Background: an optimization exercise with open tools, aiming at small area, a short achievable clock period and few clock cycles per item. Do not read the settings as production practice.
Function was checked by simulation only, so behaviour that the tests miss may differ from the original.

## flow/design.v (module list and top-level ports; edited modules follow where they fit)
// module mult_feeder: 36 lines
// module mult_tree: 1317 lines
// module mult_drain: 25 lines
// module mult_top: 43 lines
module mult_top #(
    parameter int OUT_DEPTH   = 4,
    parameter int OUT_CREDITS = 2
) (
    input  logic            clk,
    input  logic            arst_n,
    input  logic            op_valid,
    input  logic [63:0]     op,
    output logic            op_ready,
    output logic            res_valid,
    output logic [63:0]     res,
    input  logic            res_credit
);
  // ...
==> flow/run.sh <==
#!/bin/bash
# synth_recipe.tcl (not shown) runs the flow's synth.tcl, then flattens the netlist and writes it again
# the make line also repeats each setting of config.mk as NAME=value (left out here)
make -C /OpenROAD-flow-scripts/flow DESIGN_CONFIG=/design/flow/config.mk WORK_HOME=/design/flow/orfs CLKGATE_MAP_FILE= SYNTH_SCRIPT=/design/flow/synth_recipe.tcl finish
==> flow/config.mk <==
export PLATFORM = sky130hd
export DESIGN_NAME = mult_top
export DESIGN_NICKNAME = mult_top
export VERILOG_FILES = /design/flow/design.v
export SDC_FILE = /design/flow/constraint.sdc
export NUM_CORES = 4
export LEC_CHECK = 0
export ABC_AREA = 1
export CAP_MARGIN = 20
export CORE_MARGIN = 2
export CORE_UTILIZATION = 55
export GPL_TIMING_DRIVEN = 0
export SETUP_SLACK_MARGIN = 0.2
export SLEW_MARGIN = 20
==> flow/constraint.sdc <==
create_clock -name core_clock -period 4.0 [get_ports {clk}]
set_input_delay 0.8000 -clock core_clock [delete_from_list [all_inputs] [get_ports {clk}]]
set_output_delay 0.8000 -clock core_clock [all_outputs]
set_load 0.01 [all_outputs]
==> flow_summary.toml, run 1 <==
[synthesis]
ys_top_cells_by_count = "918 x inv_1, 603 x nand2_1, 544 x xor2_1, 484 x o22ai_1, 427 x fa_1"
synth_fa_ha_area_share_pct = 30.0
synth_xor_area_share_pct = 14.3
yosysWarnings = 2

[outcome]
status = "timing/DRC/antenna clean"

[route]
drc = 0
maxUsedRoutingLayer = "met5"
drtPass1Iterations = 7
drt-initial-drc-count = 4272

[finish]
multi_input_area_share_pct = 58.4
nNonClkBuffers = 430
multi_input_area_mm2 = 0.0223
final_common_cell = "inv_1"
fillers = 5285
area_growth_pct = 14.4

[timing]
fin_crit_sh_pct = 97.6
fmax_mhz = 256
period_needed_ps = 3900
setup_ws_ps = 95.4

[grt]
met1_usage_pct = 55.8
grt_usage_pct = 46.2
use_met2_pct = 66.1

[placed_design]
dpl.hpwl_um = 112000
port_buffers = 133

[cts]
clock_sinks = 301
ctsLongestPathBuffers = 3
postCtsSetupBuffers = 33

[setup_path]
slowest_delay_ps = 510
r2r_slack_ps = 300
crit_required_ps = 4440
crit_slowest_cell = "fa_1"

[die]
dieHeight_um = 251
fp.dieW_um = 251
Testbench counts, summed over its fixed seeds: cycles 3,216, items 3,200.
==> run 2: changes to the inputs <==
--- a/flow/config.mk
+++ b/flow/config.mk
@@ -12,3 +12,2 @@
 export GPL_TIMING_DRIVEN = 0
-export SETUP_SLACK_MARGIN = 0.2
 export SLEW_MARGIN = 20
==> run 2 against run 1 <==
  * The layout now fails its checks (negative setup slack)
  * Global-route usage down 0.18 points
  * Final cell count down 0.46%
  * Critical path depth fell by 2
  * Core utilization down 0.74 points
  * Sequential share of layout area grew 0.21 points
  * Clock skew up 3.7 ps
  * First-iteration DRC count is 1.3% higher
  * Worst hold slack got worse by 15 ps
  * Clock-buffer cell count unchanged
  * Worst setup slack lost 210 ps
==> flow_summary.toml, run 2 <==
[outcome]
status = "complete, but fails checks"
so.violations = "negative setup slack"

[grt]
antenna_found_initial = 11
met1_usage_pct = 55.0
grt_usage_pct = 46.0
use_met2_pct = 65.7
grt_max_degree = 59
grt_pass1_vias = 29700
grt_pass1_wl_um = 204000
grt_overflow = 0
grt.busiest_layer = "met2"
met3_usage_pct = 22.2

[cts]
cts-root-buf = "clkbuf_16"
ctsHoldBuffers = 0
clock_sinks = 301
clkTransAtPathRegs_ps = 50
h-tree-depth = 2
ctsLongestPathBuffers = 3
clk-insertion-delay-late_ps = 590
tritoncts = "yes"
cts-buffers-inserted = 35

[route]
wl_um = 145000
drc = 0
drtPass1Iterations = 10
post_drt_via_cell_ratio = 6.02
wl_per_cell_um = 28.8
drt-initial-drc-count = 4329
antenna_left = 0
routed-via-count = 30300

[setup_path]
r2r_start = "u_drain.rows[20]$_DFF_P_"
criticalPathCategory = "in -> reg"
end_kind = "register"
crit_arrival_ps = 4550
crit_required_ps = 4440
reg2regPathDepth = 15
r2r_slack_ps = 190
critPathLaunchType = "input port"
r2r-end = "u_drain.res[57]$_DFFE_PP_"
crit_fanout = 10

[die]
pin_count = 134
fp.dieW_um = 251
die_area_mm2 = 0.0628
dieHeight_um = 251
core-area_mm2 = 0.0602
start_util_pct = 55.5
rows = 90

[worst_hold_path]
hold_class = "in -> reg"
min_to = "u_drain.rows[2]$_DFF_P_"
min-delay-start = "op[3]"
hold_depth = 1

[placed_design]
pre_cts_ws_ps = -1330
globalplace.congestion = 1.09
port_buffers = 133
dpl.hpwl_um = 112000
dp_cells = 4945
placed_area_mm2 = 0.0358

[finish]
fin_area_mm2 = 0.0378
final_cells = 5031
regArea_mm2 = 0.00669
top_regs = "u_drain.rows x233, u_drain.res x64, u_feeder.credits x2"
multi_input_area_mm2 = 0.0222
area_growth_pct = 13.0
mostFrequentLayoutCells = "915 x inv_1, 593 x nand2_1, 541 x xor2_1, 479 x o22ai_1, 424 x fa_1"
regMostFlops = "u_drain.rows"
nNetsFinal = 4831
largest_register_ffs = 233
final_common_cell = "inv_1"
drive_gt1_share_pct = 9.75
fillers = 5325

[timing]
drv_slew = 0
rsz0062_at_grt = "yes"
fmax_mhz = 243
setup_ws_ps = -114
hold_violations = 0
worst_pin_slew_ps = 1310
fin_setup_tns_ps = -1080
period_needed_ps = 4110
fin_crit_sh_pct = 103
setup_violations = 26
slew_headroom_pct = 12.8
skew_ps = 32.6

[synthesis]
synth-simple-area-share_pct = 10.4
ys_top_cells_by_count = "918 x inv_1, 603 x nand2_1, 544 x xor2_1, 484 x o22ai_1, 427 x fa_1"
ys.flop_type = "dfxtp_1"
synth_top_family_by_area = "adder cells"
synth_area_leaders = "fa_1 26%, xor2_1 14%, dfxtp_1 14%, inv_1 10%, o22ai_1 9.1%"
synth_top_area_share_pct = 25.6
synth_top_cell_by_area = "fa_1"
postSynthCellCount = 4028
ys_seq_elements = 301
synth_edf_count = 64
synth_xor_area_share_pct = 14.3
synth_compound_area_share_pct = 11.2
avgSynthCellArea_um2 = 8.30
synthArstFlopShare_pct = 1.33
muxShareOfSynthArea_pct = 0
synth_fa_ha_area_share_pct = 30.0
synth_area_mm2 = 0.0334
post-synth-top-count-cell = "inv_1"
yosysWarnings = 2
ys_seq_area_share_pct = 20.0
synth_cell_types = 35

[job]
max-cap-violations = 0
## run 2: timing repair
item | CTS | global route
buffers inserted | 6 | 12
gates cloned | 0 | 0
gates resized for setup | 183 | 163
setup endpoints to repair | 90 | 51
pin swaps | 7 | 14
## run 2: final cells by class
class,count,share of cell area (%)
Multi-Input combinational cell,2542,58.9
Sequential cell,301,17.7
Inverter,935,9.34
Buffer,250,4.42
Timing Repair Buffer,153,4.06
Clock buffer,48,2.64
Tap cell,782,2.59
Clock inverter,15,0.361
Antenna cell,5,0.0331
## run 2: logic make-up (layout without fill, tap and decap cells)
group / after synthesis / count (layout)
compound gates: 598 / 598
xor+xnor: 544 / 544
fa+ha+maj: 545 / 545
buf+inv: 1185 / 1401
flops: 301 / 301
other cells: 0 / 5
simple gates: 855 / 855
## run 2: routing by layer
| metal | vias up | part of all wire [%] |
|---|---|---|
| met2 | 2341 | 40 |
| li1 | 12800 | - |
| met1 | 14400 | 36 |
| met3 | 745 | 15 |
| met5 | - | 0.18 |
| met4 | 16 | 8.8 |
## run 2: per-stage QoR
stage          hold slack [ps]  util [%]
4_1_cts                    442      62.1
2_1_floorplan              496         -
3_5_place_dp               508      59.4
5_1_grt                    414      62.7
3_3_place_gp               504      59.3
6_report                   424      62.7
## run 2: worst max-delay path, cell delays in order
cell,delay (ps)
clkdlybuf4s50_1,510
inv_1,350
clkbuf_1,790
o22ai_1,230
xor2_1,340
fa_1,490
fa_1,530
inv_1,60
fa_1,430
## run 2: how the worst max path moves through the flow
stage / end / start / slack (ps) / cells past startpoint
2_1_floorplan: u_drain.rows[225]$_DFF_P_ / op[3] / 230 / 11
3_3_place_gp: u_drain.rows[236]$_DFF_P_ / op[63] / -1350 / 11
3_5_place_dp: u_drain.rows[236]$_DFF_P_ / op[63] / -1330 / 10
4_1_cts: u_drain.rows[226]$_DFF_P_ / op[8] / 1 / 12
5_1_grt: u_drain.rows[225]$_DFF_P_ / op[63] / -20 / 10
6_report: u_drain.rows[217]$_DFF_P_ / op[39] / -110 / 9
==> run 3: changes to the inputs <==
==> flow/flow/run.sh (new file) <==
#!/bin/bash
# The standard layout, with two changes to how the netlist is buffered:
# the buffers that synthesis (abc) put in are taken out at floorplan, so the
# placer's repair builds the fanout trees, and the port buffers are buf_4
# cells rather than the delay cells buffer_ports picks by default. Every port
# still gets its own buffer. The full make output goes to standard.log; each
# ORFS step also keeps its own log under orfs/logs.
set -euo pipefail
export REMOVE_ABC_BUFFERS=1
export BUFFER_PORTS_ARGS="-buffer_cell sky130_fd_sc_hd__buf_4"
bash standard.sh finish > standard.log 2>&1
==> flow/standard.sh (new file) <==
#!/bin/bash
# synth_recipe.tcl (not shown) runs the flow's synth.tcl, then flattens the netlist and writes it again
# the make line also repeats each setting of config.mk as NAME=value (left out here)
make -C /OpenROAD-flow-scripts/flow DESIGN_CONFIG=/design/flow/config.mk WORK_HOME=/design/flow/orfs CLKGATE_MAP_FILE= SYNTH_SCRIPT=/design/flow/synth_recipe.tcl "${@:-finish}"
--- a/flow/config.mk
+++ b/flow/config.mk
@@ -12,2 +12,3 @@
 export GPL_TIMING_DRIVEN = 0
+export SETUP_SLACK_MARGIN = 0.4
 export SLEW_MARGIN = 20
removed: flow/run.sh
==> run 3 against run 2 <==
  * The run now finishes clean
  * Sequential share of layout area down 0.29 points
  * Core utilization up 1.0 points
  * Fmax up 15%
  * Final area up 1.6%
  * Critical path depth up 3
  * Worst setup slack better by 520 ps
  * Clock-buffer cell count up 3
  * Critical endpoint is now u_drain.rows[225]$_DFF_P_
==> flow_summary.toml, run 3 <==
[setup_path]
reg2regPathDepth = 15
critPathLaunchType = "input port"
crit_slowest_cell = "fa_1"
crit_fanout = 19
criticalPathCategory = "in -> reg"
crit_arrival_ps = 4010
end_kind = "register"
crit_path_cell_trace = "buf_16, inv_6, nand2_1, o21ai_4, buf_8, o22ai_1, xor2_1, fa_1, fa_2, fa_1, inv_1, fa_1"
cpMostUsedCell = "fa_1"
crit_required_ps = 4420
slowest_delay_ps = 530

[synthesis]
synth_cell_types = 35
synth_top_family_by_area = "adder cells"
synth_area_mm2 = 0.0334
synth_xor_area_share_pct = 14.3
muxShareOfSynthArea_pct = 0
avgSynthCellArea_um2 = 8.30
synth_top_cell_by_area = "fa_1"
ys_seq_elements = 301
ys_top_cells_by_count = "918 x inv_1, 603 x nand2_1, 544 x xor2_1, 484 x o22ai_1, 427 x fa_1"
post-synth-top-count-cell = "inv_1"
ys_seq_area_share_pct = 20.0
postSynthCellCount = 4028
ys.flop_type = "dfxtp_1"
yosysWarnings = 2
synthArstFlopShare_pct = 1.33
synth_edf_count = 64
synth-simple-area-share_pct = 10.4
synth_top_area_share_pct = 25.6
synth_area_leaders = "fa_1 26%, xor2_1 14%, dfxtp_1 14%, inv_1 10%, o22ai_1 9.1%"
synth_compound_area_share_pct = 11.2
synth_fa_ha_area_share_pct = 30.0

[cts]
tritoncts = "yes"
cts-root-buf = "clkbuf_16"
clock_sinks = 301
clkTransAtPathRegs_ps = 60
cts-buffers-inserted = 37
h-tree-depth = 2
clk-insertion-delay-late_ps = 570
ctsLongestPathBuffers = 3

[die]
fp.dieW_um = 251
start_util_pct = 55.5
rows = 90
pin_count = 134
die_area_mm2 = 0.0628
core-area_mm2 = 0.0602
dieHeight_um = 251

[placed_design]
pre_cts_ws_ps = -1260
globalplace.congestion = 0.926
dpl.hpwl_um = 83300
port_buffers = 133

[timing]
setup_violations = 0
period_needed_ps = 3590
fmax_mhz = 278
hold_violations = 0
drv_slew = 0
rsz0062_at_grt = "yes"
fin_setup_tns_ps = 0
timing.hold.ws_ps = 433
skew_ps = 26.8
fin_crit_sh_pct = 89.8
worst_pin_slew_ps = 821
slew_headroom_pct = 45.3
setup_ws_ps = 408

[route]
routed-via-count = 28400
drtPass1Iterations = 8
drt-initial-drc-count = 3173
drc = 0
wl_um = 118000
post_drt_via_cell_ratio = 5.81
wl_per_cell_um = 24.1
antenna_left = 0

[grt]
grt_usage_pct = 37.1
antenna_found_initial = 0
grt_max_degree = 63
grt_pass1_vias = 28700
grt_overflow = 0
grt_pass1_wl_um = 175000

[finish]
antenna_cells = 0
mostFrequentLayoutCells = "881 x inv_1, 582 x nand2_1, 544 x xor2_1, 482 x o22ai_1, 425 x fa_1"
drive_gt1_share_pct = 11.5
largest_register_ffs = 233
nNetsFinal = 4689
regMostFlops = "u_drain.rows"
final_common_cell = "inv_1"
area_growth_pct = 14.9
fillers = 5235
fin_util_pct = 63.7
top_regs = "u_drain.rows x233, u_drain.res x64, u_feeder.credits x2"

[outcome]
status = "timing/DRC/antenna clean"

[worst_hold_path]
hold_depth = 1
hold_class = "in -> reg"

[job]
max-cap-violations = 0
[run 3: critical path, delay by kind of cell]
family | cells | cell delay [ps]
AO/OA/AOI/OAI | 2 | 200
AND/OR/NAND/NOR | 1 | 150
XOR/XNOR | 1 | 190
adder cells (fa/ha/maj) | 4 | 2000
buffers and inverters | 4 | 640
[run 3: cell families after synthesis]
| group | after synthesis |
|---|---|
| buf+inv | 1185 |
| simple gates | 855 |
| compound gates | 598 |
| fa+ha+maj | 545 |
| xor+xnor | 544 |
| flops | 301 |
[run 3: what timing repair did]
action	in CTS	in global routing
hold buffers	1	0
resized for setup	81	75
hold endpoints to repair	3	0
setup buffers	34	18
cloned	1	10
pin swaps	14	17
setup endpoints to repair	104	34
[run 3: metrics by stage]
step	instances	instance area (um2)
6_report	4879	38400
5_1_grt	4879	38400
4_1_cts	4851	37700
3_5_place_dp	4755	35900
3_3_place_gp	4693	34200
2_1_floorplan	3778	32200
[run 3: final timing paths]
kind | start | to | slack, ps
min in group asynchronous | arst_n | u_feeder.rows_valid$_DFF_PN0_ | 570
hold / removal | op[5] | u_drain.rows[4]$_DFF_P_ | 430
setup reg to reg | u_drain.rows[24]$_DFF_P_ | u_drain.res[58]$_DFFE_PP_ | 490
hold reg to reg | u_drain.rows[0]$_DFF_P_ | u_drain.res[0]$_DFFE_PP_ | 530
setup / recovery | op[11] | u_drain.rows[225]$_DFF_P_ | 410
max in group asynchronous | arst_n | u_feeder.credits[1]$_DFF_PN1_ | 3240
[run 3: cell type report]
class | instances | area, um2 | area share [%]
Timing Repair inverter | 1 | 11.3 | 0.0293
Clock buffer | 51 | 1030 | 2.69
Sequential cell | 301 | 6690 | 17.4
Multi-Input combinational cell | 2542 | 22500 | 58.5
Clock inverter | 9 | 103 | 0.267
Inverter | 935 | 3660 | 9.53
Timing Repair Buffer | 258 | 3480 | 9.05
Tap cell | 782 | 978 | 2.55
[run 3: metal layers]
metal | vias to the layer above | share of wire, % | GRT usage (%)
met3 | 402 | 12 | 10.0
li1 | 12500 | - | -
met4 | 0 | 5.4 | 17.4
met5 | - | 0 | 0
met2 | 1794 | 43 | 57.3
met1 | 13600 | 39 | 48.6
==> run 4: changes to the inputs <==
--- a/flow/config.mk
+++ b/flow/config.mk
@@ -12,3 +12,3 @@
 export GPL_TIMING_DRIVEN = 0
-export SETUP_SLACK_MARGIN = 0.4
+export SETUP_SLACK_MARGIN = 0.2
 export SLEW_MARGIN = 20
==> run 4 against run 3 <==
  * Still clean on timing, DRC and antenna
  * Clock-buffer cell count unchanged
  * Register-to-register slack about the same
  * Worst setup slack worse by 180 ps
  * Die area stayed put
  * Global-route usage decreased by 0.11 points
  * Via count decreased by 1.3%
  * Non-clock buffer count fell by 29
  * Flip-flop and latch count did not move
  * Critical endpoint unchanged
==> flow_summary.toml, run 4 <==
[timing]
skew_ps = 29.6
setup_violations = 0
fin_crit_sh_pct = 94.2
setup_ws_ps = 231
hold_violations = 0
slew_headroom_pct = 44.2
rsz0062_at_grt = "yes"
fmax_mhz = 265
drv_slew = 0
period_needed_ps = 3770
worst_pin_slew_ps = 837
fin_setup_tns_ps = 0

[setup_path]
end_kind = "register"
crit_fanout = 21
crit_required_ps = 4420
crit_arrival_ps = 4190
r2r_start = "u_drain.rows[18]$_DFF_P_"
crit_start = "op[13]"
reg2regPathDepth = 15
endpoint = "u_drain.rows[225]$_DFF_P_"
criticalPathCategory = "in -> reg"
r2r-end = "u_drain.res[57]$_DFFE_PP_"
r2r_slack_ps = 480
critPathLaunchType = "input port"

[synthesis]
synth_edf_count = 64
postSynthCellCount = 4028
synth_cell_types = 35
synth_top_cell_by_area = "fa_1"
yosysWarnings = 2
ys_seq_elements = 301
synthArstFlopShare_pct = 1.33
avgSynthCellArea_um2 = 8.30
post-synth-top-count-cell = "inv_1"
ys_top_cells_by_count = "918 x inv_1, 603 x nand2_1, 544 x xor2_1, 484 x o22ai_1, 427 x fa_1"
synth_top_area_share_pct = 25.6
synth_area_leaders = "fa_1 26%, xor2_1 14%, dfxtp_1 14%, inv_1 10%, o22ai_1 9.1%"
synth_area_mm2 = 0.0334
ys_seq_area_share_pct = 20.0
ys.flop_type = "dfxtp_1"

[finish]
fin_util_pct = 62.5
fin_area_mm2 = 0.0376
largest_register_ffs = 233
final_common_cell = "inv_1"
regMostFlops = "u_drain.rows"
area_growth_pct = 12.6
top_regs = "u_drain.rows x233, u_drain.res x64, u_feeder.credits x2"
nNetsFinal = 4659
drive_gt1_share_pct = 10.3
mostFrequentLayoutCells = "881 x inv_1, 588 x nand2_1, 544 x xor2_1, 484 x o22ai_1, 427 x fa_1"
antenna_cells = 0

[route]
routed-via-count = 28000
wl_per_cell_um = 23.7
wl_um = 115000
post_drt_via_cell_ratio = 5.77
drc = 0
drt-initial-drc-count = 3139
antenna_left = 0
drtPass1Iterations = 6

[placed_design]
globalplace.congestion = 0.926
placed_area_mm2 = 0.0359
dpl.hpwl_um = 83300
pre_cts_ws_ps = -1260
port_buffers = 133

[die]
dieHeight_um = 251
die_area_mm2 = 0.0628
pin_count = 134
core-area_mm2 = 0.0602
rows = 90
fp.dieW_um = 251
start_util_pct = 55.5

[cts]
clkTransAtPathRegs_ps = 60
tritoncts = "yes"
clock_sinks = 301
ctsLongestPathBuffers = 3
clk-insertion-delay-late_ps = 570
cts-root-buf = "clkbuf_16"
cts-buffers-inserted = 37
h-tree-depth = 2

[grt]
antenna_found_initial = 0
grt_usage_pct = 37.0
grt_pass1_vias = 28500
grt_max_degree = 63
grt_overflow = 0
grt_pass1_wl_um = 174000

[worst_hold_path]
hold_class = "in -> reg"

[outcome]
status = "timing/DRC/antenna clean"

[job]
max-cap-violations = 0
-- run 4: kinds of logic (layout without fill, tap and decap cells) --
logic type | count (synthesis) | after routing | share of synthesized area, %
fa+ha+maj | 545 | 545 | 30.0
buf+inv | 1185 | 1224 | 14.1
simple gates | 855 | 855 | 10.4
compound gates | 598 | 598 | 11.2
xor+xnor | 544 | 544 | 14.3
flops | 301 | 301 | 20.0
-- run 4: routing by layer --
metal  global-route usage [%]  share of wire, %  vias up
met5                        0                 0        -
met4                     17.6               5.1        0
met3                     10.2                12      375
met2                     56.8                44     1715
met1                     48.5                40    13400
li1                         -                 -    12500
-- run 4: how the worst min path moves through the flow --
stage                             from                            end  slack, ps  depth (start not counted)
5_1_grt                       op_valid  u_feeder.rows_valid$_DFF_PN0_        480                          2
3_3_place_gp   u_drain.rows[1]$_DFF_P_       u_drain.res[1]$_DFFE_PP_        510                          1
6_report                      op_valid  u_feeder.rows_valid$_DFF_PN0_        490                          2
4_1_cts                       op_valid  u_feeder.rows_valid$_DFF_PN0_        460                          2
2_1_floorplan                   arst_n  u_feeder.credits[0]$_DFF_PN0_        500                          0
3_5_place_dp   u_drain.rows[0]$_DFF_P_       u_drain.res[0]$_DFFE_PP_        530                          1
-- run 4: critical path, cell delays in order --
cell	delay [ps]
buf_12	170
inv_8	230
nand2_1	140
o21ai_4	100
buf_16	200
buf_8	180
o22ai_1	90
xor2_1	230
fa_1	470
fa_1	480
fa_1	500
inv_1	60
fa_1	510
-- run 4: layout make-up --
| class | count | area [um2] |
|---|---|---|
| flip-flops and latches | 301 | 6690 |
| well taps | 782 | 978 |
| clock buffers | 51 | 1030 |
| inverters | 935 | 3570 |
| multi-input cells | 2542 | 22300 |
| fillers | 5341 | 22600 |
| repair buffers | 229 | 2970 |
| clock inverters | 9 | 103 |
-- run 4: timing repair --
item	CTS	global route
setup buffers	33	0
resized for setup	32	36
hold buffers	1	0
gates cloned	0	0
pin swaps	14	0
endpoints found under the setup margin	83	32
hold endpoints to repair	3	0
-- run 4: metrics by stage --
stage / hold WS [ps] / instances
2_1_floorplan: 496 / 3778
3_3_place_gp: 509 / 4693
3_5_place_dp: 528 / 4755
4_1_cts: 462 / 4849
5_1_grt: 476 / 4849
6_report: 486 / 4849

static timing again, ports no longer ideal:
The results above use ideal ports. As a check the final layouts listed here were re-extracted and re-timed, cells and wires unchanged. Step 1: set_driving_cell puts a clkbuf_16 on clk and a buf_2 on each other input, an assumption about the parent block. Step 2 moves the port delays by t, midway between the first and last clock arrival at a register: inputs arrive t later, outputs are due t later. That takes back most of the time a late clock gives input paths. Three values: ideal ports, drivers, drivers and shift; two values: the first two.
run	t, ns	slack for setup (ns)	hold slack, ns	worst setup path after step 2	worst slew at a driven data input, ns
run 1	0.641	0.095 / 0.139 / -0.501	0.439 / 0.397 / 0.526	input to register	0.05
run 2	0.646	-0.114 / -0.066 / -0.712	0.424 / 0.375 / 0.524	input to register	0.05
run 3	0.626	0.408 / 0.311 / -0.315	0.433 / 0.444 / 0.535	input to register	0.27
run 4	0.627	0.231 / 0.252 / -0.374	0.486 / 0.440 / 0.534	input to register	0.09
With both steps, setup timing fails in run 1, run 3 and run 4, where it was met with ideal ports. For run 3, which loses most, drivers alone change the setup slack by -0.097 ns; drivers and shift together by -0.723 ns.
